This design comes from an exercise in tuning for a short achievable clock period and few clock cycles on the open sky130 flow, not from production work. In this exercise RTL edits were held to simulation tests only and were not proved equivalent to the original. Power and IR drop assume default switching activity.

--- design/flow/config.mk ---
export PLATFORM = sky130hd
export DESIGN_NAME = rsc_core
export DESIGN_NICKNAME = rsc_core
export VERILOG_FILES = /design/flow/design.v
export SDC_FILE = /design/flow/constraint.sdc
export NUM_CORES = 4
export LEC_CHECK = 0
export CAP_MARGIN = 20
export CORE_MARGIN = 2
export CORE_UTILIZATION = 40
export SETUP_SLACK_MARGIN = 5
export SLEW_MARGIN = 20
export SYNTH_HIERARCHICAL = 1
export SYNTH_MINIMUM_KEEP_SIZE = 0
--- design/flow/constraint.sdc ---
create_clock -name core_clock -period 6.5 [get_ports {i_clk}]
set_input_delay 1.3000 -clock core_clock [delete_from_list [all_inputs] [get_ports {i_clk}]]
set_output_delay 1.3000 -clock core_clock [all_outputs]
set_load 0.01 [all_outputs]
--- design/flow/flow/run.sh ---
#!/bin/bash
# The standard layout (standard.sh), except that the port buffers are buf_4 cells,
# which the resizer may size, rather than the delay-cell buffers it picks by default.
set -euo pipefail
bash standard.sh "BUFFER_PORTS_ARGS=-buffer_cell sky130_fd_sc_hd__buf_4" finish > flow.log 2>&1
--- design/flow/design.v ---
`default_nettype none
package rsc_pkg;
    typedef logic [16-1:0]    word_t;
    typedef logic [3-1:0] reg_idx_t;
    typedef enum logic [3-1:0] {
        OP_ADD  = 3'd0,
        OP_ADDI = 3'd1,
        OP_NAND = 3'd2,
        OP_LUI  = 3'd3,
        OP_SW   = 3'd4,
        OP_LW   = 3'd5,
        OP_BEQ  = 3'd6,
        OP_JALR = 3'd7
    } opcode_e;
    typedef struct packed {
        logic  valid;
        word_t pc;
        word_t inst;
    } if_id_t;
    typedef struct packed {
        logic     valid;
        word_t    pc;
        opcode_e  opcode;
        reg_idx_t tgt;
        reg_idx_t src1;
        reg_idx_t src2;
        word_t    opnd1;      
        word_t    opnd2;
        word_t    imm;
    } id_ex_t;
    typedef struct packed {
        logic     valid;
        word_t    pc;
        opcode_e  opcode;
        reg_idx_t tgt;
        word_t    alu_result;
        word_t    st_data;
        logic     eq;
        word_t    imm;
    } ex_mem_t;
    typedef struct packed {
        logic     valid;
        reg_idx_t tgt;
        word_t    result;
    } mem_wb_t;
endpackage
`default_nettype wire
`timescale 1ns/1ps
`default_nettype none
module rsc_core (
    input  wire logic           i_clk,
    input  wire logic           i_rst,
    input  wire rsc_pkg::word_t i_inst,
    output rsc_pkg::word_t      o_pc,
    input  wire rsc_pkg::word_t i_mem_rd_data,
    output rsc_pkg::word_t      o_mem_addr,
    output rsc_pkg::word_t      o_mem_wr_data,
    output logic                o_mem_wr_en
);
    localparam int BTB_N = 16;
    logic [15:0] r_pc;
    logic [15:0] r_pc_o;        
    logic        r_ras_v;
    logic [15:0] r_ras;
    logic        r_btb_v   [BTB_N];
    logic [3:0]  r_btb_tag [BTB_N];     
    logic [15:0] r_btb_tgt [BTB_N];
    logic        d_v;
    logic [15:0] d_pc;
    logic [15:0] d_inst;
    logic        d_ptaken;      
    logic        d_jpv;         
    logic [15:0] d_jtgt;
    logic        e_v;
    logic [15:0] e_pc;
    logic        e_wr;
    logic [2:0]  e_dst;
    logic        e_ld;
    logic        e_st;
    logic        e_beq;
    logic        e_jalr;
    logic        e_nand;
    logic        e_sela;        
    logic        e_selb;
    logic [15:0] e_opa;
    logic [15:0] e_opb;
    logic        e_asel;        
    logic        e_bsel;
    logic [15:0] e_aop;
    logic [15:0] e_bop;
    logic        e_ptaken;
    logic [15:0] e_alt;         
    logic        e_jpv;
    logic        e_mb_ab_n, e_mb_ab_t, e_mb_1b_n, e_mb_1b_t, e_mb_1a_n, e_mb_1a_t, e_mb_11_n;
    logic        e_mj_1, e_mj_a, e_mj_np;
    logic [15:0] e_jtgt;
    logic        x1_wr;
    logic [2:0]  x1_dst;
    logic        x1_ld;
    logic        x1_eld;        
    logic        e_eld;
    logic        e_fld;         
    logic        d_fld;
    logic [15:0] r_maddr;
    logic        x1_st;
    logic [15:0] x1_res;        
    logic        x1_fld;        
    logic [15:0] x1_ldv;
    logic [15:0] x1_val;        
    logic [15:0] x1_sd;
    logic        x2_wr;
    logic [2:0]  x2_dst;
    logic        x2_ld;
    logic [15:0] x2_res;
    logic        x3_wr;
    logic [2:0]  x3_dst;
    logic [15:0] x3_val;
    logic [15:0] r_rf [1:7];
    logic [7:0]  r_is1;             
    logic        x3_is1;
    logic [2:0]  f_op;
    logic        f_beq;
    logic        f_jalr;
    logic        f_ptaken;
    logic [15:0] f_inc;
    logic [15:0] f_btgt;
    logic [3:0]  f_idx;
    logic        f_btb_hit;
    logic        f_use_ras;
    logic        f_jpv;
    logic [15:0] f_jtgt;
    logic [15:0] f_pred;
    assign o_pc = r_pc_o;
    assign f_op     = i_inst[15:13];
    assign f_beq    = f_op == 3'd6;
    assign f_jalr   = f_op == 3'd7;
    logic        r_fz;
    logic [2:0]  r_fzr;
    logic        f_zpred;
    assign f_zpred  = r_fz && d_v && i_inst[12:10] == r_fzr && i_inst[9:7] == 3'd0;
    assign f_ptaken = f_beq && (i_inst[12:10] == i_inst[9:7] || i_inst[6] || f_zpred);
    logic [6:0]  f_lo;
    logic        f_lo_co;
    logic [8:0]  f_hi_inc;
    logic [8:0]  f_hi_dec;
    logic [8:0]  f_hi;
    rsc_finc #(.W(16)) u_f_inc (.i_a(r_pc), .o_s(f_inc));
    rsc_finc #(.W(9)) u_f_hi_inc (.i_a(r_pc[15:7]), .o_s(f_hi_inc));
    rsc_fdec #(.W(9)) u_f_hi_dec (.i_a(r_pc[15:7]), .o_s(f_hi_dec));
    rsc_ksa #(.W(7), .CI(1'b1)) u_f_lo (.i_a(r_pc[6:0]), .i_b(i_inst[6:0]), .o_s(f_lo),
                                        .o_co(f_lo_co));
    always_comb begin
        f_btgt[6:0] = f_lo;
        f_btgt[15:7] = f_hi;
    end
    logic        r_bq_v;
    logic        r_bq_hit;
    logic [15:0] r_bq_tgt;
    logic        q_hit;
    logic [15:0] q_tgt;
    assign f_idx     = r_pc[3:0];
    logic [16*BTB_N-1:0] q_tgts;
    logic [BTB_N-1:0]    q_hits;
    for (genvar i = 0; i < BTB_N; i++) begin : g_btbrd
        assign q_tgts[16*i +: 16] = r_btb_tgt[i];
        assign q_hits[i]          = r_btb_v[i] && r_btb_tag[i] == r_pc[7:4];
    end
    rsc_mux16 #(.W(16)) u_q_tgt (.i_d(q_tgts), .i_s(f_idx), .o_y(q_tgt));
    rsc_mux16 #(.W(1)) u_q_hit (.i_d(q_hits), .i_s(f_idx), .o_y(q_hit));
    assign f_btb_hit = r_bq_v && r_bq_hit;
    assign f_use_ras = r_ras_v && i_inst[12:10] == 3'd0;
    logic [8:0]  f_hi_c1, f_hi_c0;
    assign f_hi_c1 = i_inst[6] ? r_pc[15:7] : f_hi_inc;
    assign f_hi_c0 = i_inst[6] ? f_hi_dec : r_pc[15:7];
    for (genvar i = 0; i < 9; i++) begin : g_fhi
        rsc_g_mux2 u_m (.i_s(f_lo_co), .i_d1(f_hi_c1[i]), .i_d0(f_hi_c0[i]), .o_y(f_hi[i]));
    end
    logic [15:0] f_nonbr;
    assign f_nonbr = f_jpv ? f_jtgt : f_inc;
    assign f_pred  = f_ptaken ? f_btgt : f_nonbr;
    logic [2:0]  f_srca;
    logic [2:0]  f_srcb;
    logic        f_wr;
    logic [3:0]  f_ha;               
    logic [3:0]  f_hb;
    assign f_srca = (f_op == 3'd3) ? 3'd0 : i_inst[9:7];
    assign f_srcb = (f_op == 3'd0 || f_op == 3'd2) ? i_inst[2:0] :
                    ((f_op == 3'd4 || f_op == 3'd6) ? i_inst[12:10] : 3'd0);
    assign f_wr   = !(f_op == 3'd4 || f_op == 3'd6) && i_inst[12:10] != 3'd0;
    logic [2:0]  d_op;
    logic [2:0]  d_ra;
    logic        d_add, d_nand, d_lui, d_sw, d_lw, d_beq, d_jalr;
    logic [2:0]  d_srca;             
    logic [2:0]  d_srcb;
    logic        d_wr;
    logic [3:0]  d_ha;               
    logic [3:0]  d_hb;
    logic [15:0] d_imm;
    logic [15:0] d_link;
    assign d_op   = d_inst[15:13];
    assign d_ra   = d_inst[12:10];
    assign d_add  = d_op == 3'd0;
    assign d_nand = d_op == 3'd2;
    assign d_lui  = d_op == 3'd3;
    assign d_sw   = d_op == 3'd4;
    assign d_lw   = d_op == 3'd5;
    assign d_beq  = d_op == 3'd6;
    assign d_jalr = d_op == 3'd7;
    rsc_inc #(.W(16)) u_d_link (.i_a(d_pc), .i_dec(1'b0), .o_s(d_link));
    logic [7:0]  d_key;
    rsc_inc #(.W(8)) u_d_key (.i_a(d_pc[7:0]), .i_dec(1'b1), .o_s(d_key));
    logic [15:0] d_btgt;
    rsc_ksa #(.W(16), .CI(1'b1)) u_d_btgt (.i_a(d_pc), .i_b({{9{d_inst[6]}}, d_inst[6:0]}),
                                           .o_s(d_btgt), .o_co());
    always_comb begin
        if (d_lui)
            d_imm = {d_inst[9:0], 6'd0};
        else if (d_jalr)
            d_imm = d_link;
        else
            d_imm = {{9{d_inst[6]}}, d_inst[6:0]};
    end
    assign f_ha = {d_v && d_wr && d_ra == f_srca, e_v && e_wr && e_dst == f_srca,
                   x1_wr && x1_dst == f_srca, x2_wr && x2_dst == f_srca};
    logic        f_is1;
    logic        f_zero;
    assign f_is1  = (x3_wr && x3_dst == f_srca) ? x3_is1 : r_is1[f_srca];
    assign f_zero = f_op == 3'd1 && i_inst[6:0] == 7'h7f && f_wr && f_ha == 4'd0 && f_is1;
    assign f_hb = {d_v && d_wr && d_ra == f_srcb, e_v && e_wr && e_dst == f_srcb,
                   x1_wr && x1_dst == f_srcb, x2_wr && x2_dst == f_srcb};
    logic        a_e, a_1, a_2, a_3;
    logic        b_e, b_1, b_2, b_3;
    logic        a_stall, b_stall;
    logic        a_ready;            
    logic [15:0] a_reg, b_reg;       
    logic [15:0] a_val, b_val;       
    logic        a_ldin, b_ldin;
    logic [15:0] a_rf, b_rf;
    assign {a_e, a_1, a_2, a_3} = d_ha;
    assign {b_e, b_1, b_2, b_3} = d_hb;
    assign a_stall = a_e ? (e_ld && !e_fld) : (a_1 && x1_ld && !x1_eld);
    assign b_stall = b_e ? (e_ld && !e_fld) : (b_1 && x1_ld && !x1_eld);
    assign a_ldin  = a_e ? e_fld : (a_1 ? x1_eld : (a_2 && x2_ld));
    assign b_ldin  = b_e ? e_fld : (b_1 ? x1_eld : (b_2 && x2_ld));
    assign a_ready = !a_e && !(a_1 && x1_ld) && !a_ldin;
    logic [15:0] d_rfa, d_rfb;
    logic [15:0] f_rfa, f_rfb;
    assign f_rfa = (x3_wr && x3_dst == f_srca) ? x3_val : ((f_srca == 3'd0) ? 16'd0 : r_rf[f_srca]);
    assign f_rfb = (x3_wr && x3_dst == f_srcb) ? x3_val : ((f_srcb == 3'd0) ? 16'd0 : r_rf[f_srcb]);
    assign a_rf = d_rfa;
    assign b_rf = d_rfb;
    always_comb begin
        if (a_1)
            a_reg = x1_val;
        else if (a_2)
            a_reg = x2_res;
        else if (a_3)
            a_reg = x3_val;
        else
            a_reg = a_rf;
        if (b_1)
            b_reg = x1_val;
        else if (b_2)
            b_reg = x2_res;
        else if (b_3)
            b_reg = x3_val;
        else
            b_reg = b_rf;
    end
    assign a_val = a_ldin ? i_mem_rd_data : a_reg;
    assign b_val = b_ldin ? i_mem_rd_data : b_reg;
    logic        d_sa, d_sb, d_jpvn;
    assign d_sa   = a_e && !e_fld;
    assign d_sb   = b_e && !e_fld;
    logic        r_kv;
    logic [15:0] r_kval;
    logic        a_kn;               
    logic        r_kaddv;            
    logic [15:0] r_kadd;             
    assign a_kn = a_e && r_kv;
    assign d_jpvn = d_jpv || a_ready || a_ldin || a_kn;
    logic        d_kn;
    logic [15:0] d_kres;
    assign d_kn   = d_v && d_wr && (d_lui || (d_op == 3'd1 && r_kaddv));
    assign d_kres = r_kadd;
    logic        r_tv;               
    logic        r_ta;               
    logic [2:0]  r_treg;
    logic [15:0] r_tval;
    logic        f_kaddv;
    logic [15:0] f_kadd;
    logic        f_kjp;
    logic        f_tkill;
    logic        f_ta_next;
    assign f_kaddv   = r_tv && i_inst[9:7] == r_treg;
    assign f_kjp     = f_op == 3'd1 && f_wr && f_kaddv;
    assign f_tkill   = f_wr && i_inst[12:10] == r_treg;
    assign f_ta_next = f_kjp || (!(f_op == 3'd3) && !f_tkill && r_tv && r_ta);
    logic        f_klo_co;
    logic [8:0]  f_khi_inc, f_khi_dec, f_khi_c1, f_khi_c0;
    rsc_ksa #(.W(7), .CI(1'b0)) u_f_klo (.i_a(r_tval[6:0]), .i_b(i_inst[6:0]), .o_s(f_kadd[6:0]),
                                         .o_co(f_klo_co));
    rsc_finc #(.W(9)) u_f_khi_inc (.i_a(r_tval[15:7]), .o_s(f_khi_inc));
    rsc_fdec #(.W(9)) u_f_khi_dec (.i_a(r_tval[15:7]), .o_s(f_khi_dec));
    assign f_khi_c1 = i_inst[6] ? r_tval[15:7] : f_khi_inc;
    assign f_khi_c0 = i_inst[6] ? f_khi_dec : r_tval[15:7];
    for (genvar i = 0; i < 9; i++) begin : g_fkhi
        rsc_g_mux2 u_m (.i_s(f_klo_co), .i_d1(f_khi_c1[i]), .i_d0(f_khi_c0[i]), .o_y(f_kadd[7+i]));
    end
    assign f_jpv  = f_jalr && (f_use_ras || f_btb_hit);
    assign f_jtgt = f_use_ras ? r_ras : r_bq_tgt;
    logic        stall;
    logic        redir_d;
    logic        redir_e;
    logic [15:0] tgt_e;
    logic        r_st;
    logic        f_st, h_st;
    assign f_st  = (f_ha[3] ? (d_lw && !d_fld) : (f_ha[2] && e_ld && !e_fld && !e_eld)) ||
                   (f_hb[3] ? (d_lw && !d_fld) : (f_hb[2] && e_ld && !e_fld && !e_eld));
    assign h_st  = (a_e || b_e) && e_ld && !e_fld && !e_eld;
    assign stall = d_v && r_st;
    logic        redir_dj;
    logic [15:0] tgt_d;
    assign redir_dj = d_v && d_jalr && !d_jpv && (a_ready || a_ldin || a_kn);
    assign redir_d  = redir_dj;
    logic        d_pt;               
    assign d_pt     = d_ptaken;
    assign tgt_d    = a_kn ? r_kval : a_val;
    logic        d_eld;
    logic        e_port;         
    assign e_port = e_v && (e_st || (e_ld && !e_eld && !e_fld));
    logic [15:0] d_eaddr;
    rsc_ksa #(.W(16), .CI(1'b0)) u_d_eaddr (.i_a(d_rfa), .i_b({{9{d_inst[6]}}, d_inst[6:0]}),
                                            .o_s(d_eaddr), .o_co());
    assign d_eld = d_v && d_lw && d_ha == 4'd0 && !d_fld && !e_port;
    logic        f_issue;
    assign f_issue = f_op == 3'd5 && i_inst[9:7] == 3'd0 && !stall && !d_eld &&
                     !e_port && !(d_v && d_sw);
    logic [15:0] x_fa, x_fb;
    logic [15:0] x_a, x_b;
    logic [15:0] x_res;
    logic        x_eq;
    logic        x_jok;
    assign x_fa  = e_sela ? x1_res : e_opa;
    assign x_fb  = e_selb ? x1_res : e_opb;
    assign x_a   = e_asel ? x1_res : e_aop;
    assign x_b   = e_bsel ? x1_res : e_bop;
    logic [15:0] x_sum;
    rsc_ksa #(.W(16), .CI(1'b0)) u_x_add (.i_a(x_a), .i_b(x_b), .o_s(x_sum), .o_co());
    logic [15:0] x_alu;
    assign x_alu = e_nand ? ~(x_a & x_b) : x_sum;
    assign x_res = x_alu;
    assign x1_val = x1_fld ? x1_ldv : x1_res;
    logic [15:0] m_early;
    assign m_early = f_issue ? {{9{i_inst[6]}}, i_inst[6:0]} : d_eaddr;
    logic        x_eq_1b, x_eq_1a, x_eq_ab, x_jk_1, x_jk_a;
    rsc_eq u_eq_1b (.i_a(x1_res), .i_b(e_opb), .o_eq(x_eq_1b));
    rsc_eq u_eq_1a (.i_a(x1_res), .i_b(e_opa), .o_eq(x_eq_1a));
    rsc_eq u_eq_ab (.i_a(e_opa), .i_b(e_opb), .o_eq(x_eq_ab));
    rsc_eq u_jk_1 (.i_a(x1_res), .i_b(e_jtgt), .o_eq(x_jk_1));
    rsc_eq u_jk_a (.i_a(e_opa), .i_b(e_jtgt), .o_eq(x_jk_a));
    always_comb begin
        if (e_sela && e_selb)
            x_eq = 1'b1;
        else if (e_sela)
            x_eq = x_eq_1b;
        else if (e_selb)
            x_eq = x_eq_1a;
        else
            x_eq = x_eq_ab;
    end
    logic [7:0]  e_key;             
    logic [BTB_N-1:0] e_wsel;       
    assign x_jok = e_jpv && (e_sela ? x_jk_1 : x_jk_a);
    rsc_redir u_redir (
        .i_t ({e_mb_ab_n, e_mb_ab_t, e_mb_1b_n, e_mb_1b_t, e_mb_1a_n, e_mb_1a_t, e_mj_1, e_mj_a}),
        .i_c ({x_eq_ab, !x_eq_ab, x_eq_1b, !x_eq_1b, x_eq_1a, !x_eq_1a, !x_jk_1, !x_jk_a}),
        .i_k ({e_mb_11_n, e_mj_np}),
        .i_v (e_v && !i_rst),
        .o_y (redir_e)
    );
    assign tgt_e   = e_jalr ? x_fa : e_alt;
    logic [15:0] pc_next;
    logic [15:0] pc_next_o;
    logic        pc_sel_f;
    logic        pc_s_bt, pc_s_nb, pc_s_e, pc_s_d, pc_s_h;
    logic [15:0] pc_rest;
    assign pc_sel_f = !(redir_d || stall);
    assign pc_s_bt  = !i_rst && pc_sel_f && f_ptaken;
    assign pc_s_nb  = !i_rst && pc_sel_f && !f_ptaken;
    logic        pc_s_ras, pc_s_bq, pc_s_inc;
    assign pc_s_ras = !i_rst && pc_sel_f && f_jalr && f_use_ras;
    assign pc_s_bq  = !i_rst && pc_sel_f && f_jalr && !f_use_ras && f_btb_hit;
    assign pc_s_inc = !i_rst && pc_sel_f && !f_ptaken && !f_jpv;
    assign pc_s_e   = redir_e;           
    assign pc_s_d   = !i_rst && redir_d;
    assign pc_s_h   = !i_rst && !redir_d && stall;
    for (genvar i = 0; i < 16; i++) begin : g_pcn
        rsc_g_ao6 u_m (.i_s0(pc_s_bt), .i_d0(f_btgt[i]), .i_s1(pc_s_ras), .i_d1(r_ras[i]),
                       .i_s2(pc_s_bq), .i_d2(r_bq_tgt[i]), .i_s3(pc_s_inc), .i_d3(f_inc[i]),
                       .i_s4(pc_s_d), .i_d4(tgt_d[i]), .i_s5(pc_s_h), .i_d5(r_pc[i]),
                       .o_y(pc_rest[i]));
        rsc_g_mux2 u_e (.i_s(pc_s_e), .i_d1(tgt_e[i]), .i_d0(pc_rest[i]), .o_y(pc_next[i]));
        rsc_g_mux2 u_o (.i_s(pc_s_e), .i_d1(tgt_e[i]), .i_d0(pc_rest[i]), .o_y(pc_next_o[i]));
    end
    assign o_mem_addr    = r_maddr;
    assign o_mem_wr_data = x1_sd;
    assign o_mem_wr_en   = x1_st;
    always_ff @(posedge i_clk) begin
        r_pc   <= pc_next;
        r_pc_o <= pc_next_o;
        r_fz <= f_zero;
        r_fzr <= i_inst[12:10];
        r_bq_v <= !redir_e && ((pc_s_nb && !f_jpv) || (r_bq_v && pc_s_h));
        if (!stall) begin
            r_bq_hit <= q_hit || f_ta_next;
            r_bq_tgt <= f_kjp ? f_kadd : (f_ta_next ? r_tval : q_tgt);
        end
        if (i_rst || redir_e || redir_d)
            r_tv <= 1'b0;
        else if (!stall)
            r_tv <= (f_op == 3'd3 && f_wr) || f_kjp || (r_tv && !f_tkill);
        if (i_rst || redir_e)
            d_v <= 1'b0;
        else if (!stall)
            d_v <= !redir_d;
        if (!stall) begin
            d_pc     <= r_pc;
            d_inst   <= i_inst;
            d_ptaken <= f_ptaken;
            d_jpv    <= f_jpv;
            d_jtgt   <= f_jtgt;
            d_fld    <= f_issue;
            d_srca   <= f_srca;
            d_srcb   <= f_srcb;
            d_wr     <= f_wr;
            d_ha     <= f_ha;
            d_hb     <= f_hb;
            r_st     <= f_st;
            d_rfa    <= f_rfa;
            r_kaddv  <= f_kjp;
            if (f_op == 3'd3 && f_wr) begin
                r_treg <= i_inst[12:10];
                r_tval <= {i_inst[9:0], 6'd0};
                r_ta   <= 1'b0;
            end else if (f_kjp) begin
                r_treg <= i_inst[12:10];
                r_tval <= f_kadd;
                r_ta   <= 1'b1;
            end
            r_kadd   <= (f_op == 3'd3) ? {i_inst[9:0], 6'd0} : f_kadd;
            d_rfb    <= f_rfb;
        end else begin
            d_ha     <= {1'b0, d_ha[3:1]};
            d_hb     <= {1'b0, d_hb[3:1]};
            r_st     <= h_st;
            if (a_3)
                d_rfa <= x3_val;
            if (b_3)
                d_rfb <= x3_val;
        end
        if (i_rst || redir_e || stall || !d_v)
            e_v <= 1'b0;
        else
            e_v <= 1'b1;
        if (i_rst || stall || !d_v) begin
            e_wr   <= 1'b0;
            e_ld   <= 1'b0;
            e_st   <= 1'b0;
            e_beq  <= 1'b0;
            e_jalr <= 1'b0;
            e_mb_ab_n <= 1'b0;
            e_mb_ab_t <= 1'b0;
            e_mb_1b_n <= 1'b0;
            e_mb_1b_t <= 1'b0;
            e_mb_1a_n <= 1'b0;
            e_mb_1a_t <= 1'b0;
            e_mb_11_n <= 1'b0;
            e_mj_1    <= 1'b0;
            e_mj_a    <= 1'b0;
            e_mj_np   <= 1'b0;
        end else begin
            e_wr   <= d_wr;
            e_ld   <= d_lw;
            e_st   <= d_sw;
            e_beq  <= d_beq;
            e_jalr <= d_jalr;
            e_mb_ab_n <= d_beq && !d_sa && !d_sb && !d_pt;
            e_mb_ab_t <= d_beq && !d_sa && !d_sb && d_pt;
            e_mb_1b_n <= d_beq && d_sa && !d_sb && !d_pt;
            e_mb_1b_t <= d_beq && d_sa && !d_sb && d_pt;
            e_mb_1a_n <= d_beq && !d_sa && d_sb && !d_pt;
            e_mb_1a_t <= d_beq && !d_sa && d_sb && d_pt;
            e_mb_11_n <= d_beq && d_sa && d_sb && !d_pt;
            e_mj_1    <= d_jalr && d_sa && d_jpvn;
            e_mj_a    <= d_jalr && !d_sa && d_jpvn;
            e_mj_np   <= d_jalr && !d_jpvn;
        end
        e_pc     <= d_pc;
        e_key    <= d_key;
        for (int i = 0; i < BTB_N; i++)
            e_wsel[i] <= d_jalr && d_key[3:0] == 4'(i);
        e_dst    <= d_ra;
        e_nand   <= d_nand;
        e_sela   <= d_sa;
        e_selb   <= b_e && !e_fld;
        e_opa    <= a_val;
        e_opb    <= b_val;
        e_asel   <= a_e && !e_fld && !d_jalr;
        e_bsel   <= b_e && !e_fld && (d_add || d_nand);
        e_aop    <= d_jalr ? 16'd0 : a_val;
        e_bop    <= (d_add || d_nand) ? b_val : d_imm;
        e_ptaken <= d_pt;
        e_alt    <= d_pt ? d_link : d_btgt;
        e_jpv    <= d_jpvn;
        if (i_rst || stall || !d_v)
            e_eld <= 1'b0;
        else
            e_eld <= d_eld;
        if (i_rst || stall || !d_v)
            e_fld <= 1'b0;
        else
            e_fld <= d_fld;
        r_maddr  <= (f_issue || d_eld) ? m_early : x_sum;    
        e_jtgt   <= d_jpv ? d_jtgt : tgt_d;
        r_kv     <= d_kn && !stall;
        r_kval   <= d_kres;
        if (i_rst) begin
            x1_wr <= 1'b0;
            x1_ld <= 1'b0;
            x1_eld <= 1'b0;
            x1_fld <= 1'b0;
            x1_st <= 1'b0;
        end else begin
            x1_wr <= e_v && e_wr;
            x1_ld <= e_v && e_ld && !e_fld;
            x1_eld <= e_v && e_eld;
            x1_fld <= e_v && e_fld;
            x1_st <= e_v && e_st;
        end
        x1_dst <= e_dst;
        x1_res <= x_res;
        x1_sd  <= x_fb;
        if (i_rst) begin
            x2_wr <= 1'b0;
            x2_ld <= 1'b0;
        end else begin
            x2_wr <= x1_wr;
            x2_ld <= x1_ld && !x1_eld;
        end
        x2_dst <= x1_dst;
        x2_res <= x1_eld ? i_mem_rd_data : x1_val;
        x1_ldv <= i_mem_rd_data;
        if (i_rst)
            x3_wr <= 1'b0;
        else
            x3_wr <= x2_wr;
        x3_dst <= x2_dst;
        x3_val <= x2_ld ? i_mem_rd_data : x2_res;
        x3_is1 <= (x2_ld ? i_mem_rd_data : x2_res) == 16'd1;
        r_is1[0] <= 1'b0;
        for (int i = 1; i < 8; i++)
            if (x3_wr && x3_dst == 3'(i)) begin
                r_rf[i]  <= x3_val;
                r_is1[i] <= x3_is1;
            end
        if (i_rst)
            r_ras_v <= 1'b0;
        else if (d_v && d_jalr && d_ra != 3'd0 && !stall && !redir_e)
            r_ras_v <= 1'b1;
        if (d_jalr && d_ra != 3'd0 && !stall)
            r_ras <= d_link;
        for (int i = 0; i < BTB_N; i++) begin
            if (i_rst)
                r_btb_v[i] <= 1'b0;
            else if (e_v && e_wsel[i])
                r_btb_v[i] <= 1'b1;
            if (e_wsel[i]) begin
                r_btb_tag[i] <= e_key[7:4];
                r_btb_tgt[i] <= x_fa;
            end
        end
    end
endmodule
module rsc_add #(parameter int W = 16) (
    input  wire logic [W-1:0] i_a,
    input  wire logic [W-1:0] i_b,
    input  wire logic         i_ci,
    output logic [W-1:0]      o_s,
    output logic              o_co
);
    logic [W-1:0] p, g, pp, gg;
    always_comb begin
        p  = i_a ^ i_b;
        g  = i_a & i_b;
        gg = g;
        pp = p;
        gg[0] = g[0] | (p[0] & i_ci);
        for (int d = 1; d < W; d = d * 2)
            for (int i = W - 1; i >= d; i--) begin
                gg[i] = gg[i] | (pp[i] & gg[i-d]);
                pp[i] = pp[i] & pp[i-d];
            end
        o_s  = p ^ {gg[W-2:0], i_ci};
        o_co = gg[W-1];
    end
endmodule
module rsc_inc #(parameter int W = 16) (
    input  wire logic [W-1:0] i_a,
    input  wire logic         i_dec,
    output logic [W-1:0]      o_s
);
    logic [W-1:0] t, c;
    always_comb begin
        t = i_dec ? ~i_a : i_a;
        c = t;
        for (int d = 1; d < W; d = d * 2)
            for (int i = W - 1; i >= d; i--)
                c[i] = c[i] & c[i-d];
        o_s = i_a ^ {c[W-2:0], 1'b1};
    end
endmodule
module rsc_ksa #(parameter int W = 16, parameter bit CI = 1'b0) (
    input  wire logic [W-1:0] i_a,
    input  wire logic [W-1:0] i_b,
    output logic [W-1:0]      o_s,
    output logic              o_co
);
    localparam int L = (W > 8) ? 4 : ((W > 4) ? 3 : ((W > 2) ? 2 : 1));
    logic [W-1:0]       p0;
    logic [(L+1)*W-1:0] gv;
    logic [(L+1)*W-1:0] pv;
    for (genvar i = 0; i < W; i++) begin : g_pg
        logic gi;
        rsc_g_pg u_pg (.i_a(i_a[i]), .i_b(i_b[i]), .o_p(p0[i]), .o_g(gi));
        if (i == 0 && CI) begin : g_ci
            rsc_g_or2 u_or (.i_a(i_a[i]), .i_b(i_b[i]), .o_y(gv[i]));
        end else begin : g_nci
            assign gv[i] = gi;
        end
        assign pv[i] = p0[i];
    end
    for (genvar k = 1; k <= L; k++) begin : g_lvl
        for (genvar i = 0; i < W; i++) begin : g_bit
            if (i >= (1 << (k-1))) begin : g_op
                rsc_g_ao21 u_g (.i_a(gv[(k-1)*W+i]), .i_b(pv[(k-1)*W+i]),
                                .i_c(gv[(k-1)*W+i-(1<<(k-1))]), .o_y(gv[k*W+i]));
                if (i >= (1 << k)) begin : g_p
                    rsc_g_and2 u_p (.i_a(pv[(k-1)*W+i]), .i_b(pv[(k-1)*W+i-(1<<(k-1))]),
                                    .o_y(pv[k*W+i]));
                end else begin : g_np
                    assign pv[k*W+i] = 1'b0;
                end
            end else begin : g_pass
                assign gv[k*W+i] = gv[(k-1)*W+i];
                assign pv[k*W+i] = 1'b0;
            end
        end
    end
    for (genvar i = 0; i < W; i++) begin : g_sum
        if (i == 0) begin : g_s0
            if (CI) begin : g_inv
                rsc_g_xnor2 u_s (.i_a(i_a[0]), .i_b(i_b[0]), .o_y(o_s[0]));
            end else begin : g_pass
                assign o_s[0] = p0[0];
            end
        end else begin : g_si
            rsc_g_xor2 u_s (.i_a(p0[i]), .i_b(gv[L*W+i-1]), .o_y(o_s[i]));
        end
    end
    assign o_co = gv[L*W+W-1];
endmodule
module rsc_g_ao222 (input wire logic i_s0, input wire logic i_d0, input wire logic i_s1,
                    input wire logic i_d1, input wire logic i_s2, input wire logic i_d2,
                    output logic o_y);
    assign o_y = (i_s0 & i_d0) | (i_s1 & i_d1) | (i_s2 & i_d2);
endmodule
module rsc_eq (
    input  wire logic [15:0] i_a,
    input  wire logic [15:0] i_b,
    output logic             o_eq
);
    assign o_eq = i_a == i_b;
endmodule
module rsc_g_ao5 (input wire logic i_s0, input wire logic i_d0, input wire logic i_s1,
                  input wire logic i_d1, input wire logic i_s2, input wire logic i_d2,
                  input wire logic i_s3, input wire logic i_d3, input wire logic i_s4,
                  input wire logic i_d4, output logic o_y);
    assign o_y = (i_s0 & i_d0) | (i_s1 & i_d1) | (i_s2 & i_d2) | (i_s3 & i_d3) | (i_s4 & i_d4);
endmodule
module rsc_redir (
    input  wire logic [7:0] i_t,
    input  wire logic [7:0] i_c,
    input  wire logic [1:0] i_k,
    input  wire logic       i_v,
    output logic            o_y
);
    logic [3:0] p;
    logic       q, kk;
    for (genvar i = 0; i < 4; i++) begin : g_p
        rsc_g_a22oi u_p (.i_a1(i_t[2*i]), .i_a2(i_c[2*i]), .i_b1(i_t[2*i+1]), .i_b2(i_c[2*i+1]),
                         .o_y(p[i]));
    end
    rsc_g_nand4 u_q (.i_a(p[0]), .i_b(p[1]), .i_c(p[2]), .i_d(p[3]), .o_y(q));
    assign kk = i_v & (i_k[0] | i_k[1]);
    rsc_g_a21o u_y (.i_a1(i_v), .i_a2(q), .i_b1(kk), .o_y(o_y));
endmodule
module rsc_g_mux2 (input wire logic i_s, input wire logic i_d1, input wire logic i_d0,
                   output logic o_y);
    assign o_y = i_s ? i_d1 : i_d0;
endmodule
module rsc_g_ao4 (input wire logic i_s0, input wire logic i_d0, input wire logic i_s1,
                  input wire logic i_d1, input wire logic i_s2, input wire logic i_d2,
                  input wire logic i_s3, input wire logic i_d3, output logic o_y);
    logic y01, y23;
    rsc_g_a22oi u_01 (.i_a1(i_s0), .i_a2(i_d0), .i_b1(i_s1), .i_b2(i_d1), .o_y(y01));
    rsc_g_a22oi u_23 (.i_a1(i_s2), .i_a2(i_d2), .i_b1(i_s3), .i_b2(i_d3), .o_y(y23));
    rsc_g_nand2 u_o (.i_a(y01), .i_b(y23), .o_y(o_y));
endmodule
module rsc_g_ao6 (input wire logic i_s0, input wire logic i_d0, input wire logic i_s1,
                  input wire logic i_d1, input wire logic i_s2, input wire logic i_d2,
                  input wire logic i_s3, input wire logic i_d3, input wire logic i_s4,
                  input wire logic i_d4, input wire logic i_s5, input wire logic i_d5,
                  output logic o_y);
    logic y01, y23, y45;
    rsc_g_a22oi u_01 (.i_a1(i_s0), .i_a2(i_d0), .i_b1(i_s1), .i_b2(i_d1), .o_y(y01));
    rsc_g_a22oi u_23 (.i_a1(i_s2), .i_a2(i_d2), .i_b1(i_s3), .i_b2(i_d3), .o_y(y23));
    rsc_g_a22oi u_45 (.i_a1(i_s4), .i_a2(i_d4), .i_b1(i_s5), .i_b2(i_d5), .o_y(y45));
    rsc_g_nand3 u_o (.i_a(y01), .i_b(y23), .i_c(y45), .o_y(o_y));
endmodule
module rsc_g_nand3 (input wire logic i_a, input wire logic i_b, input wire logic i_c,
                    output logic o_y);
    assign o_y = ~(i_a & i_b & i_c);
endmodule
module rsc_g_a22oi (input wire logic i_a1, input wire logic i_a2, input wire logic i_b1,
                    input wire logic i_b2, output logic o_y);
    assign o_y = ~((i_a1 & i_a2) | (i_b1 & i_b2));
endmodule
module rsc_g_nand4 (input wire logic i_a, input wire logic i_b, input wire logic i_c,
                    input wire logic i_d, output logic o_y);
    assign o_y = ~(i_a & i_b & i_c & i_d);
endmodule
module rsc_g_a21o (input wire logic i_a1, input wire logic i_a2, input wire logic i_b1,
                   output logic o_y);
    assign o_y = (i_a1 & i_a2) | i_b1;
endmodule
module rsc_g_nand2 (input wire logic i_a, input wire logic i_b, output logic o_y);
    assign o_y = ~(i_a & i_b);
endmodule
module rsc_finc #(parameter int W = 16) (
    input  wire logic [W-1:0] i_a,
    output logic [W-1:0]      o_s
);
    assign o_s[0] = ~i_a[0];
    for (genvar i = 1; i < W; i++) begin : g_b
        logic c;
        rsc_andn #(.N(i)) u_c (.i_a(i_a[i-1:0]), .o_y(c));
        rsc_g_xor2 u_s (.i_a(i_a[i]), .i_b(c), .o_y(o_s[i]));
    end
endmodule
module rsc_fdec #(parameter int W = 16) (
    input  wire logic [W-1:0] i_a,
    output logic [W-1:0]      o_s
);
    assign o_s[0] = ~i_a[0];
    for (genvar i = 1; i < W; i++) begin : g_b
        logic c;
        rsc_norn #(.N(i)) u_c (.i_a(i_a[i-1:0]), .o_y(c));
        rsc_g_xor2 u_s (.i_a(i_a[i]), .i_b(c), .o_y(o_s[i]));
    end
endmodule
module rsc_andn #(parameter int N = 2) (input wire logic [N-1:0] i_a, output logic o_y);
    assign o_y = &i_a;
endmodule
module rsc_norn #(parameter int N = 2) (input wire logic [N-1:0] i_a, output logic o_y);
    assign o_y = ~|i_a;
endmodule
module rsc_mux16 #(parameter int W = 16) (
    input  wire logic [16*W-1:0] i_d,
    input  wire logic [3:0]      i_s,
    output logic [W-1:0]         o_y
);
    assign o_y = i_d[W*i_s +: W];
endmodule
module rsc_g_pg (input wire logic i_a, input wire logic i_b, output logic o_p, output logic o_g);
    assign o_p = i_a ^ i_b;
    assign o_g = i_a & i_b;
endmodule
module rsc_g_ao21 (input wire logic i_a, input wire logic i_b, input wire logic i_c,
                   output logic o_y);
    assign o_y = i_a | (i_b & i_c);
endmodule
module rsc_g_and2 (input wire logic i_a, input wire logic i_b, output logic o_y);
    assign o_y = i_a & i_b;
endmodule
module rsc_g_or2 (input wire logic i_a, input wire logic i_b, output logic o_y);
    assign o_y = i_a | i_b;
endmodule
module rsc_g_xor2 (input wire logic i_a, input wire logic i_b, output logic o_y);
    assign o_y = i_a ^ i_b;
endmodule
module rsc_g_xnor2 (input wire logic i_a, input wire logic i_b, output logic o_y);
    assign o_y = ~(i_a ^ i_b);
endmodule
`default_nettype wire
--- design/flow/standard.sh ---
#!/bin/bash
# synth_recipe.tcl (not shown) runs the flow's synth.tcl, then flattens the netlist and writes it again
# the make line also repeats each setting of config.mk as NAME=value (left out here)
make -C /OpenROAD-flow-scripts/flow DESIGN_CONFIG=/design/flow/config.mk WORK_HOME=/design/flow/orfs CLKGATE_MAP_FILE= SYNTH_SCRIPT=/design/flow/synth_recipe.tcl "${@:-finish}"
==> results of run 1 <==
[metal layers]
| layer | vias up | part of all wire |
|---|---|---|
| li1 | 14400 | - |
| met1 | 16600 | 0.41 |
| met2 | 1786 | 0.45 |
| met3 | 470 | 0.083 |
| met4 | 6 | 0.058 |
| met5 | - | 0.00027 |
[timing repair]
item                                    in CTS  in global routing
buffers inserted                           311                117
endpoints found under the setup margin     888                566
hold buffers                                 0                  0
pin swaps                                  216                152
gates cloned                                37                 14
resized for setup                          753                277
[cell type report]
cell class / count / area (um^2)
Antenna cell: 1 / 2.50
Clock buffer: 133 / 2740
Clock inverter: 51 / 596
Fill cell: 8570 / 48600
Inverter: 36 / 154
Multi-Input combinational cell: 2409 / 23500
Sequential cell: 930 / 24500
Tap cell: 1476 / 1850
Timing Repair Buffer: 618 / 7370
[worst register-to-register path: stages (launching register included)]
cell and delay [ns]:
dfxtp_4 0.45, buf_6 0.13, buf_6 0.10, mux2_4 0.33
ha_4 0.28, a21o_1 0.19, a21o_1 0.18, a21o_1 0.19
a21o_1 0.22, xor2_4 0.24, nor2_1 0.06, a31oi_1 0.15
[where the power goes]
part	leakage (nW)	switching [mW]	internal, mW	total, mW
clock	1.62	2.49	3.37	5.85
sequential	8.35	0.824	7.07	7.89
combinational	13.8	2.23	2.26	4.49
total	23.8	5.53	12.7	18.2
[worst paths after layout]
check        cells after the start    endpoint  startpoint
max                              8  r_tval[15]   i_inst[2]
min                              0   r_kval[4]   r_kadd[4]
max reg2reg                     11  x1_res[14]      e_bsel
min reg2reg                      0   r_kval[4]   r_kadd[4]
[per-stage QoR]
stage	setup WS, ns	instances	util
3_3_place_gp	2.60	4986	0.440
5_1_grt	3.80	5653	0.556
2_1_floorplan	3.37	3540	-
3_5_place_dp	2.48	4990	0.440
4_1_cts	3.90	5522	0.535
6_report	3.76	5654	0.556
==> results.tsv, run 1 <==
stage	metric	value	unit
power_and_ir_drop	power.leakage	23.8	nW
job	cap_violations	0	
hold_path	hold_path.class	reg -> reg	
floorplan	die-width	336	um
cts	clockBufferDepth	3	
floorplan	die_height	336	um
worst_setup_path	max_stage_delay	0.36	ns
place	gp_congestion	0.928	
worst_setup_path	critPathSlowestCell	mux2_4	
grt	grt_max_degree	43	
timing	finClkSkew	0.0254	ns
timing	tightestPinTransition	0.978	ns
cts	cts_root_buf	clkbuf_16	
cts	clkTransAtPathRegs	0.06	ns
worst_setup_path	crit_type	in -> reg	
floorplan	dieArea	0.113	mm^2
grt	grt_overflow_total	0	
timing	period_share	0.421	
routing	totalWireLength	160	mm
routing	vias	33200	
worst_setup_path	end_kind	register	
finish	nets	4188	
worst_setup_path	crit_chain	buf_16 -> buf_6 -> ha_4 -> a21o_1 -> a21o_1 -> a21o_4 -> mux2_4 -> mux2_4	
floorplan	ios	83	
floorplan	coreArea	0.109	mm^2
routing	drtPass1Iterations	6	
grt	grt_util_met1	0.362	
floorplan	rows	121	
power_and_ir_drop	power_density	300	mW/mm^2
power_and_ir_drop	peakVddDrop	0.200	mV
synthesis	synthesis.area	0.0442	mm^2
cts	cts.sinks	930	
worst_setup_path	setup.worst_path.start_class	input port	
cts	clk_latency	0.70	ns
finish	largest-register	r_btb_tgt	
timing	setup_viol_count_final	0	
place	port_buffers	82	
finish	largest_reg_flops	256	
finish	final_common_cell	edfxtp_1	
worst_setup_path	crit_fanout	5	
worst_setup_path	path_buf_inv	2	
outcome	outcome	timing/DRC/antenna clean	
routing	antenna_left	0	
cts	tritoncts.num_buffers	99	
routing	drc	0	
cts	htreeDepth	3	
synthesis	syn_area_per_cell	12.5	um^2
routing	drtIter0Drc	3705	
place	dpl_cell_area	0.0481	mm^2
timing	hold_viol_final	0	
worst_setup_path	path_delay_family	compound AO/OA/AOI/OAI gates	
finish	syn_to_final_growth	37.4	%
grt	antenna_found_initial	8	
timing	period_minus_slack	2.74	ns
finish	final_area	0.0607	mm^2
finish	layout-drive-gt1-share	0.430	
timing	whs	0.320	ns
worst_setup_path	crit_required	6.93	ns
timing	final.setup.tns	0	ns
grt	grt-busiest-layer	met2	
timing	slew_violations	0	
grt	met3_usage	0.0472	
routing	vias_per_cell	5.88	
power_and_ir_drop	power	18.2	mW
grt	grt_pass1_vias	31600	
timing	rsz0062_at_grt	true	
worst_setup_path	regToRegSetupSlack	3.92	ns
finish	reg_top3	r_btb_tgt: 256 flops, r_rf: 112 flops, r_btb_tag: 64 flops	
grt	grt_pass1_wl	221	mm
grt	grtUsageTotal	0.268	
place	dp_hpwl	94.9	mm
routing	wl_per_cell	28.4	um
cts	cts_tree	built	
synthesis	synthCells	3532	
finish	mostFrequentLayoutCells	561 x edfxtp_1, 281 x buf_4, 245 x dfxtp_1, 216 x nand2_1, 196 x buf_6	
floorplan	initial_core_util	0.404	
timing	fmax	0.365	GHz
synthesis	yosysWarningCount	29	
worst_setup_path	worst_ep_arrival_time	3.16	ns
timing	max-slew-margin-rel	0.348	
grt	use_met2	0.420	
Testbench counts, summed over its fixed seeds: cycles 47,616.
==> run 2, diff against run 1 <==
--- a/design/flow/design.v
+++ b/design/flow/design.v
@@ -296,5 +296,12 @@
     assign f_kjp     = f_op == 3'd1 && f_wr && f_kaddv;
     assign f_tkill   = f_wr && i_inst[12:10] == r_treg;
-    assign f_ta_next = f_kjp || (!(f_op == 3'd3) && !f_tkill && r_tv && r_ta);
+    logic        r_mv;
+    logic [6:0]  r_mimm;
+    logic [15:0] r_mval;
+    logic        f_stm, f_ldm, f_mkill;
+    assign f_stm     = f_op == 3'd4 && i_inst[9:7] == 3'd0 && r_tv && i_inst[12:10] == r_treg;
+    assign f_ldm     = f_op == 3'd5 && f_wr && i_inst[9:7] == 3'd0 && r_mv && i_inst[6:0] == r_mimm;
+    assign f_mkill   = f_op == 3'd4 && !(i_inst[9:7] == 3'd0 && i_inst[6:0] != r_mimm);
+    assign f_ta_next = f_kjp || f_ldm || (!(f_op == 3'd3) && !f_tkill && r_tv && r_ta);
     logic        f_klo_co;
     logic [8:0]  f_khi_inc, f_khi_dec, f_khi_c1, f_khi_c0;
@@ -415,10 +422,18 @@
         if (!stall) begin
             r_bq_hit <= q_hit || f_ta_next;
-            r_bq_tgt <= f_kjp ? f_kadd : (f_ta_next ? r_tval : q_tgt);
+            r_bq_tgt <= f_kjp ? f_kadd : (f_ldm ? r_mval : (f_ta_next ? r_tval : q_tgt));
         end
         if (i_rst || redir_e || redir_d)
             r_tv <= 1'b0;
         else if (!stall)
-            r_tv <= (f_op == 3'd3 && f_wr) || f_kjp || (r_tv && !f_tkill);
+            r_tv <= (f_op == 3'd3 && f_wr) || f_kjp || f_ldm || (r_tv && !f_tkill);
+        if (i_rst || redir_e || redir_d)
+            r_mv <= 1'b0;
+        else if (!stall) begin
+            if (f_stm)
+                r_mv <= 1'b1;
+            else if (f_mkill)
+                r_mv <= 1'b0;
+        end
         if (i_rst || redir_e)
             d_v <= 1'b0;
@@ -448,4 +463,12 @@
                 r_tval <= f_kadd;
                 r_ta   <= 1'b1;
+            end else if (f_ldm) begin
+                r_treg <= i_inst[12:10];
+                r_tval <= r_mval;
+                r_ta   <= 1'b1;
+            end
+            if (f_stm) begin
+                r_mimm <= i_inst[6:0];
+                r_mval <= r_tval;
             end
             r_kadd   <= (f_op == 3'd3) ? {i_inst[9:0], 6'd0} : f_kadd;
==> run 2 against run 1 <==
Combinational power up 2%. Final area up 4.3%. Final cell count up 3.3%. Sequential share of layout area down 0.47 points. Worst setup slack better by 0.094 ns. Critical path depth up 2. Routed wire length up 3.5%. Non-clock buffer count up 24. Power up 1.8%. Clock skew up 0.024 ns. Die area up 3.1%. Largest cell class unchanged. Highest routed layer unchanged.
==> results.tsv, run 2 <==
stage	metric	value	unit
cts	clk_latency	0.72	ns
timing	final.setup.tns	0	ns
place	port_buffers	82	
timing	rsz0062_at_grt	true	
finish	regArea	0.0252	mm^2
grt	grt_pass1_wl	235	mm
grt	grt_pass1_vias	33700	
grt	grt_overflow_total	0	
finish	multi_input_area	0.0244	mm^2
grt	use_met2	0.453	
power_and_ir_drop	power.leakage	24.6	nW
timing	fmax	0.378	GHz
worst_setup_path	end_kind	register	
job	cap_violations	0	
floorplan	dieArea	0.117	mm^2
timing	tightestPinTransition	0.938	ns
routing	drtIter0Drc	3555	
grt	grt_util_met1	0.357	
finish	final_common_cell	edfxtp_1	
power_and_ir_drop	power	18.6	mW
finish	largest-register	r_btb_tgt	
cts	cts_tree	built	
routing	vias	34400	
place	dp_hpwl	98.5	mm
worst_setup_path	worst_ep_arrival_time	3.02	ns
cts	clockBufferDepth	3	
worst_setup_path	crit_chain	buf_16 -> buf_4 -> xnor2_1 -> nand4_1 -> nor4_4 -> nand4_1 -> buf_6 -> nand2b_4 -> o21ai_4 -> clkinvlp_4	
cts	cts_root_buf	clkbuf_16	
worst_setup_path	crit_required	6.88	ns
grt	grt-busiest-layer	met2	
timing	fin_ws	3.86	ns
hold_path	min_delay_path_depth	0	
routing	totalWireLength	166	mm
grt	grtUsageTotal	0.274	
routing	wl_per_cell	28.4	um
cts	cts.sinks	954	
finish	nets	4346	
finish	final_core_util	0.561	
worst_setup_path	critPathSlowestCell	o21ai_4	
finish	fill_cells	8856	
floorplan	die_height	342	um
finish	final_area	0.0633	mm^2
synthesis	synthCells	3666	
timing	slew_violations	0	
finish	layout-drive-gt1-share	0.452	
place	dp.cells	5125	
routing	drtPass1Iterations	6	
place	gp_congestion	0.942	
worst_setup_path	path_common_cell	nand4_1	
grt	antenna_found_initial	6	
routing	drc	0	
floorplan	coreArea	0.113	mm^2
finish	mostFrequentLayoutCells	584 x edfxtp_1, 264 x buf_4, 233 x dfxtp_1, 224 x nand2_1, 205 x buf_6	
timing	setup_viol_count_final	0	
synthesis	syn_area_per_cell	12.4	um^2
finish	largest_reg_flops	256	
hold_path	hold_path.class	reg -> reg	
timing	whs	0.322	ns
floorplan	rows	123	
cts	tritoncts.num_buffers	102	
power_and_ir_drop	peakVddDrop	0.225	mV
finish	syn_to_final_growth	39.0	%
finish	reg_top3	r_btb_tgt: 256 flops, r_rf: 112 flops, r_btb_tag: 64 flops	
worst_setup_path	r2r_cells	10	
cts	htreeDepth	3	
routing	antenna_left	0	
timing	period_share	0.407	
power_and_ir_drop	power_density	293	mW/mm^2
worst_setup_path	crit_type	in -> reg	
worst_setup_path	max_stage_delay	0.36	ns
place	dpl_cell_area	0.0495	mm^2
place	dp_slack	2.11	ns
worst_setup_path	crit_fanout	23	
floorplan	initial_core_util	0.404	
grt	grt_max_degree	35	
routing	vias_per_cell	5.88	
timing	finClkSkew	0.0491	ns
grt	met3_usage	0.0409	
synthesis	synthesis.area	0.0456	mm^2
synthesis	yosysWarningCount	29	
timing	max-slew-margin-rel	0.372	
finish	layout.cells.non_filler	5842	
outcome	outcome	timing/DRC/antenna clean	
timing	period_minus_slack	2.64	ns
floorplan	die-width	342	um
floorplan	ios	83	
cts	clkTransAtPathRegs	0.06	ns
worst_setup_path	setup.worst_path.start_class	input port	
timing	hold_viol_final	0	
[run 2: critical path: cells and delay by family]
family	cells	cell delay, ns
buffers and inverters	4	0.83
AOI/OAI and AO/OA	1	0.36
and+or+nand+nor	4	0.38
xor gates and xnor gates	1	0.12
[run 2: routing by layer]
layer	vias to the layer above	wire length [um]
met4	2	8690
met3	430	11700
li1	14900	-
met2	1592	79200
met5	-	12
met1	17400	66500
[run 2: power breakdown]
group / switching, mW / total [mW] / internal [mW]
clock network: 2.57 / 5.98 / 3.40
registers: 0.798 / 8.02 / 7.22
logic: 2.28 / 4.56 / 2.28
total: 5.65 / 18.6 / 12.9
[run 2: area by class of cell]
cell class	count	share of cell area
diodes	1	0.0000395
flip-flops and latches	954	0.399
clock inverters	48	0.00772
well taps	1500	0.0296
repair inverters	4	0.000494
clock buffers	145	0.0467
inverters	37	0.00263
repair buffers	642	0.129
multi-input cells	2511	0.385
[run 2: final timing paths]
check | startpoint | end | slack [ns]
hold / removal | r_kadd[0] | r_kval[0] | 0.32
hold reg to reg | r_kadd[0] | r_kval[0] | 0.32
setup / recovery | i_inst[4] | r_ta | 3.86
setup reg to reg | e_opa[13] | r_pc_o[0] | 3.87
[run 2: repair_timing]
| action | 4_1_cts | 5_1_grt |
|---|---|---|
| resized for setup | 850 | 291 |
| hold buffers | 0 | 0 |
| endpoints found under the setup margin | 947 | 823 |
| pin swaps | 213 | 220 |
| gates cloned | 59 | 9 |
| setup buffers | 347 | 108 |
Testbench counts of run 2, summed over its fixed seeds: cycles 47,394.
==> run 3, diff against run 2 <==
--- a/design/flow/design.v
+++ b/design/flow/design.v
@@ -277,5 +277,5 @@
     logic        a_kn;               
     logic        r_kaddv;            
-    logic [15:0] r_kadd;             
+    logic [15:0] t_cur;              
     assign a_kn = a_e && r_kv;
     assign d_jpvn = d_jpv || a_ready || a_ldin || a_kn;
@@ -283,11 +283,12 @@
     logic [15:0] d_kres;
     assign d_kn   = d_v && d_wr && (d_lui || (d_op == 3'd1 && r_kaddv));
-    assign d_kres = r_kadd;
+    assign d_kres = t_cur;           
     logic        r_tv;               
     logic        r_ta;               
     logic [2:0]  r_treg;
-    logic [15:0] r_tval;
+    logic [6:0]  r_tlo;              
+    logic        r_tco;              
+    logic [8:0]  r_thi1, r_thi0;
     logic        f_kaddv;
-    logic [15:0] f_kadd;
     logic        f_kjp;
     logic        f_tkill;
@@ -304,17 +305,19 @@
     assign f_mkill   = f_op == 3'd4 && !(i_inst[9:7] == 3'd0 && i_inst[6:0] != r_mimm);
     assign f_ta_next = f_kjp || f_ldm || (!(f_op == 3'd3) && !f_tkill && r_tv && r_ta);
+    assign t_cur = {r_tco ? r_thi1 : r_thi0, r_tlo};
+    logic [6:0]  f_klo;
     logic        f_klo_co;
     logic [8:0]  f_khi_inc, f_khi_dec, f_khi_c1, f_khi_c0;
-    rsc_ksa #(.W(7), .CI(1'b0)) u_f_klo (.i_a(r_tval[6:0]), .i_b(i_inst[6:0]), .o_s(f_kadd[6:0]),
+    rsc_ksa #(.W(7), .CI(1'b0)) u_f_klo (.i_a(t_cur[6:0]), .i_b(i_inst[6:0]), .o_s(f_klo),
                                          .o_co(f_klo_co));
-    rsc_finc #(.W(9)) u_f_khi_inc (.i_a(r_tval[15:7]), .o_s(f_khi_inc));
-    rsc_fdec #(.W(9)) u_f_khi_dec (.i_a(r_tval[15:7]), .o_s(f_khi_dec));
-    assign f_khi_c1 = i_inst[6] ? r_tval[15:7] : f_khi_inc;
-    assign f_khi_c0 = i_inst[6] ? f_khi_dec : r_tval[15:7];
-    for (genvar i = 0; i < 9; i++) begin : g_fkhi
-        rsc_g_mux2 u_m (.i_s(f_klo_co), .i_d1(f_khi_c1[i]), .i_d0(f_khi_c0[i]), .o_y(f_kadd[7+i]));
-    end
+    rsc_finc #(.W(9)) u_f_khi_inc (.i_a(t_cur[15:7]), .o_s(f_khi_inc));
+    rsc_fdec #(.W(9)) u_f_khi_dec (.i_a(t_cur[15:7]), .o_s(f_khi_dec));
+    assign f_khi_c1 = i_inst[6] ? t_cur[15:7] : f_khi_inc;
+    assign f_khi_c0 = i_inst[6] ? f_khi_dec : t_cur[15:7];
     assign f_jpv  = f_jalr && (f_use_ras || f_btb_hit);
-    assign f_jtgt = f_use_ras ? r_ras : r_bq_tgt;
+    logic        r_bq_ovr;           
+    logic [15:0] f_jt2;
+    assign f_jt2  = r_bq_ovr ? t_cur : r_bq_tgt;
+    assign f_jtgt = f_use_ras ? r_ras : f_jt2;
     logic        stall;
     logic        redir_d;
@@ -405,5 +408,5 @@
     for (genvar i = 0; i < 16; i++) begin : g_pcn
         rsc_g_ao6 u_m (.i_s0(pc_s_bt), .i_d0(f_btgt[i]), .i_s1(pc_s_ras), .i_d1(r_ras[i]),
-                       .i_s2(pc_s_bq), .i_d2(r_bq_tgt[i]), .i_s3(pc_s_inc), .i_d3(f_inc[i]),
+                       .i_s2(pc_s_bq), .i_d2(f_jt2[i]), .i_s3(pc_s_inc), .i_d3(f_inc[i]),
                        .i_s4(pc_s_d), .i_d4(tgt_d[i]), .i_s5(pc_s_h), .i_d5(r_pc[i]),
                        .o_y(pc_rest[i]));
@@ -422,5 +425,6 @@
         if (!stall) begin
             r_bq_hit <= q_hit || f_ta_next;
-            r_bq_tgt <= f_kjp ? f_kadd : (f_ldm ? r_mval : (f_ta_next ? r_tval : q_tgt));
+            r_bq_tgt <= q_tgt;
+            r_bq_ovr <= f_ta_next;
         end
         if (i_rst || redir_e || redir_d)
@@ -457,20 +461,28 @@
             if (f_op == 3'd3 && f_wr) begin
                 r_treg <= i_inst[12:10];
-                r_tval <= {i_inst[9:0], 6'd0};
+                r_tlo   <= {i_inst[0], 6'd0};
+                r_tco   <= 1'b0;
+                r_thi0  <= i_inst[9:1];
+                r_thi1  <= i_inst[9:1];
                 r_ta   <= 1'b0;
             end else if (f_kjp) begin
                 r_treg <= i_inst[12:10];
-                r_tval <= f_kadd;
+                r_tlo   <= f_klo;
+                r_tco   <= f_klo_co;
+                r_thi0  <= f_khi_c0;
+                r_thi1  <= f_khi_c1;
                 r_ta   <= 1'b1;
             end else if (f_ldm) begin
                 r_treg <= i_inst[12:10];
-                r_tval <= r_mval;
+                r_tlo   <= r_mval[6:0];
+                r_tco   <= 1'b0;
+                r_thi0  <= r_mval[15:7];
+                r_thi1  <= r_mval[15:7];
                 r_ta   <= 1'b1;
             end
             if (f_stm) begin
                 r_mimm <= i_inst[6:0];
-                r_mval <= r_tval;
+                r_mval <= t_cur;
             end
-            r_kadd   <= (f_op == 3'd3) ? {i_inst[9:0], 6'd0} : f_kadd;
             d_rfb    <= f_rfb;
         end else begin
==> run 3 against run 2 <==
Largest cell class unchanged. Non-clock buffer count rose by 15. Register-to-register slack worse by 0.04 ns. Global-route usage down 0.66 points. Fmax is 4.2% lower. Worst hold slack better by 0.071 ns. Clock power down 2%. Critical path type unchanged. Via count down 0.38%. Sequential cell count down 5. Synthesized cell count decreased by 1.4%.
==> results.tsv, run 3 <==
stage	metric	value	unit
synthesis	synthesis.area	0.0449	mm^2
finish	final_common_cell	edfxtp_1	
floorplan	dieArea	0.115	mm^2
floorplan	rows	122	
power_and_ir_drop	power.leakage	24.2	nW
timing	tightestPinTransition	1.15	ns
finish	largest_reg_flops	256	
routing	drc	0	
timing	finClkSkew	0.0428	ns
routing	antenna_left	0	
worst_setup_path	crit_type	in -> reg	
routing	wl_met1	64.1	mm
timing	rsz0062_at_grt	true	
routing	met3_length	12.3	mm
timing	slew_violations	0	
place	gp_congestion	0.899	
cts	cts_tree	built	
finish	layout-drive-gt1-share	0.447	
worst_setup_path	crit_required	7.07	ns
place	dp.cells	5073	
synthesis	synthCells	3613	
floorplan	coreArea	0.111	mm^2
cts	cts_hold_buf	0	
power_and_ir_drop	power	18.5	mW
timing	hold_viol_final	0	
routing	drtPass1Iterations	6	
place	dp_slack	2.17	ns
cts	tritoncts.num_buffers	101	
worst_setup_path	setup.worst_path.start_class	input port	
power_and_ir_drop	peakVddDrop	0.199	mV
cts	clk_latency	0.71	ns
worst_setup_path	worst_ep_arrival_time	3.33	ns
hold_path	hold_path.class	reg -> reg	
outcome	outcome	timing/DRC/antenna clean	
place	dp_hpwl	96.1	mm
finish	final_core_util	0.562	
floorplan	die_height	339	um
timing	final.setup.tns	0	ns
worst_setup_path	crit_fanout	16	
grt	grt_pass1_vias	33100	
routing	wl_per_cell	28.2	um
routing	wl_met2	77.4	mm
cts	cts_root_buf	clkbuf_16	
routing	totalWireLength	163	mm
grt	grt_pass1_wl	228	mm
finish	nets	4312	
floorplan	ios	83	
grt	antenna_found_initial	4	
finish	layout.cells.non_filler	5797	
timing	period_minus_slack	2.76	ns
job	cap_violations	0	
cts	cts.sinks	949	
finish	syn_to_final_growth	39.0	%
timing	setup_viol_count_final	0	
cts	clkTransAtPathRegs	0.06	ns
routing	vias	34200	
cts	clockBufferDepth	3	
worst_setup_path	end_kind	register	
timing	fmax	0.362	GHz
routing	drtIter0Drc	3772	
timing	max-slew-margin-rel	0.230	
place	port_buffers	82	
timing	period_share	0.425	
synthesis	yosysWarningCount	29	
cts	htreeDepth	3	
finish	reg_top3	r_btb_tgt: 256 flops, r_rf: 112 flops, r_btb_tag: 64 flops	
grt	grt_overflow_total	0	
finish	mostFrequentLayoutCells	579 x edfxtp_1, 291 x buf_4, 241 x dfxtp_1, 212 x buf_6, 200 x nand2_1	
synthesis	syn_area_per_cell	12.4	um^2
grt	grtUsageTotal	0.268	
routing	vias_per_cell	5.90	
finish	largest-register	r_btb_tgt	
grt	grt_max_degree	39	
routing	top_layer_used	met5	
timing	fin_ws	3.74	ns
floorplan	initial_core_util	0.405	
power_and_ir_drop	power_density	296	mW/mm^2
floorplan	die-width	339	um
-- run 3: cell count changes in the layout (fill, tap and decap cells not counted), sizes merged, moves of 14 or more --
cell | previous run | this run
mux2i | 124 | 69
nand2 | 295 | 252
o21ai | 102 | 137
clkinv | 28 | 51
and2 | 151 | 130
nor2b | 23 | 42
a221o | 15 | 33
nand3 | 73 | 56
buf | 620 | 634
mux2 | 285 | 271
-- run 3: worst max-delay path: stages --
cell and delay, ns:
buf_16 0.11, or3_4 0.41, nor4_4 0.16, nand3_2 0.14, a21oi_4 0.23, or3_4 0.19, clkinvlp_4 0.09, buf_12 0.17
a22oi_2 0.15, nand3_2 0.10, mux2_4 0.28
-- run 3: repair_timing --
action,CTS,global route
gates resized for setup,804,359
pin swaps,205,205
endpoints found under the setup margin,924,551
buffers inserted,347,129
gates cloned,38,16
-- run 3: area by class of cell --
type,count,area [um^2]
Antenna cell,3,7.51
Sequential cell,949,25100
Tap cell,1488,1860
Timing Repair Buffer,657,7930
Multi-Input combinational cell,2451,23900
Timing Repair inverter,2,16.3
Inverter,56,290
Fill cell,8741,48600
Clock inverter,59,598
Clock buffer,132,2760
-- run 3: path summary, 6_finish.rpt --
path	startpoint	to	slack [ns]	depth (start not counted)
setup / recovery	i_inst[9]	r_pc_o[0]	3.74	11
hold / removal	e_dst[2]	x1_dst[2]	0.39	0
setup reg to reg	r_pc[12]	r_pc_o[13]	3.83	8
hold reg to reg	e_dst[2]	x1_dst[2]	0.39	0
-- run 3: through the flow --
step | hold slack, ns | cell area (um^2)
finish | 0.392 | 62400
global route | 0.399 | 62400
CTS | 0.390 | 59400
detailed placement | 0.384 | 48600
global placement | 0.382 | 48500
floorplan | 0.373 | 46800
-- run 3: metal layers --
layer,up-vias,GRT usage
li1,14800,-
met1,17400,0.347
met2,1619,0.443
met3,433,0.0395
met4,2,0.121
met5,-,0
-- run 3: report_power, final --
| group | leakage [nW] | internal [mW] | switching [mW] | total, mW |
|---|---|---|---|---|
| sequential | 8.50 | 7.16 | 0.736 | 7.90 |
| combinational | 14.1 | 2.38 | 2.32 | 4.71 |
| clock | 1.65 | 3.30 | 2.55 | 5.85 |
Testbench counts of run 3, summed over its fixed seeds: cycles 47,394.

[static timing again, ports no longer ideal]
How much do the figures lean on ideal ports? The routed layouts below were timed once more, with nothing changed but the port constraints. Step 1 assumes that a clkbuf_16 drives the clock port and a buf_2 every other input. Step 2 adds t to the input delays and takes it off the output delays; t is the mean of the earliest and latest rising clock arrival at the registers after step 1. Input paths then give back, and output paths get back, about the clock's delay inside the block. Three values: ideal ports, drivers, drivers and shift; two values: the first two.
run	t (ns)	setup WS [ns]	worst register clock-pin slew, ns	worst slew at a driven data input, ns
run 1	0.754	3.763 / 3.733 / 2.979	0.07 / 0.07	0.34
run 2	0.768	3.857 / 3.725 / 2.958	0.08 / 0.08	0.31
run 3	0.764	3.741 / 3.667 / 2.903	0.07 / 0.07	0.33
After both steps every run listed still meets setup and hold. For run 2, which loses most, drivers alone change the setup slack by -0.132 ns; drivers and shift together by -0.899 ns.
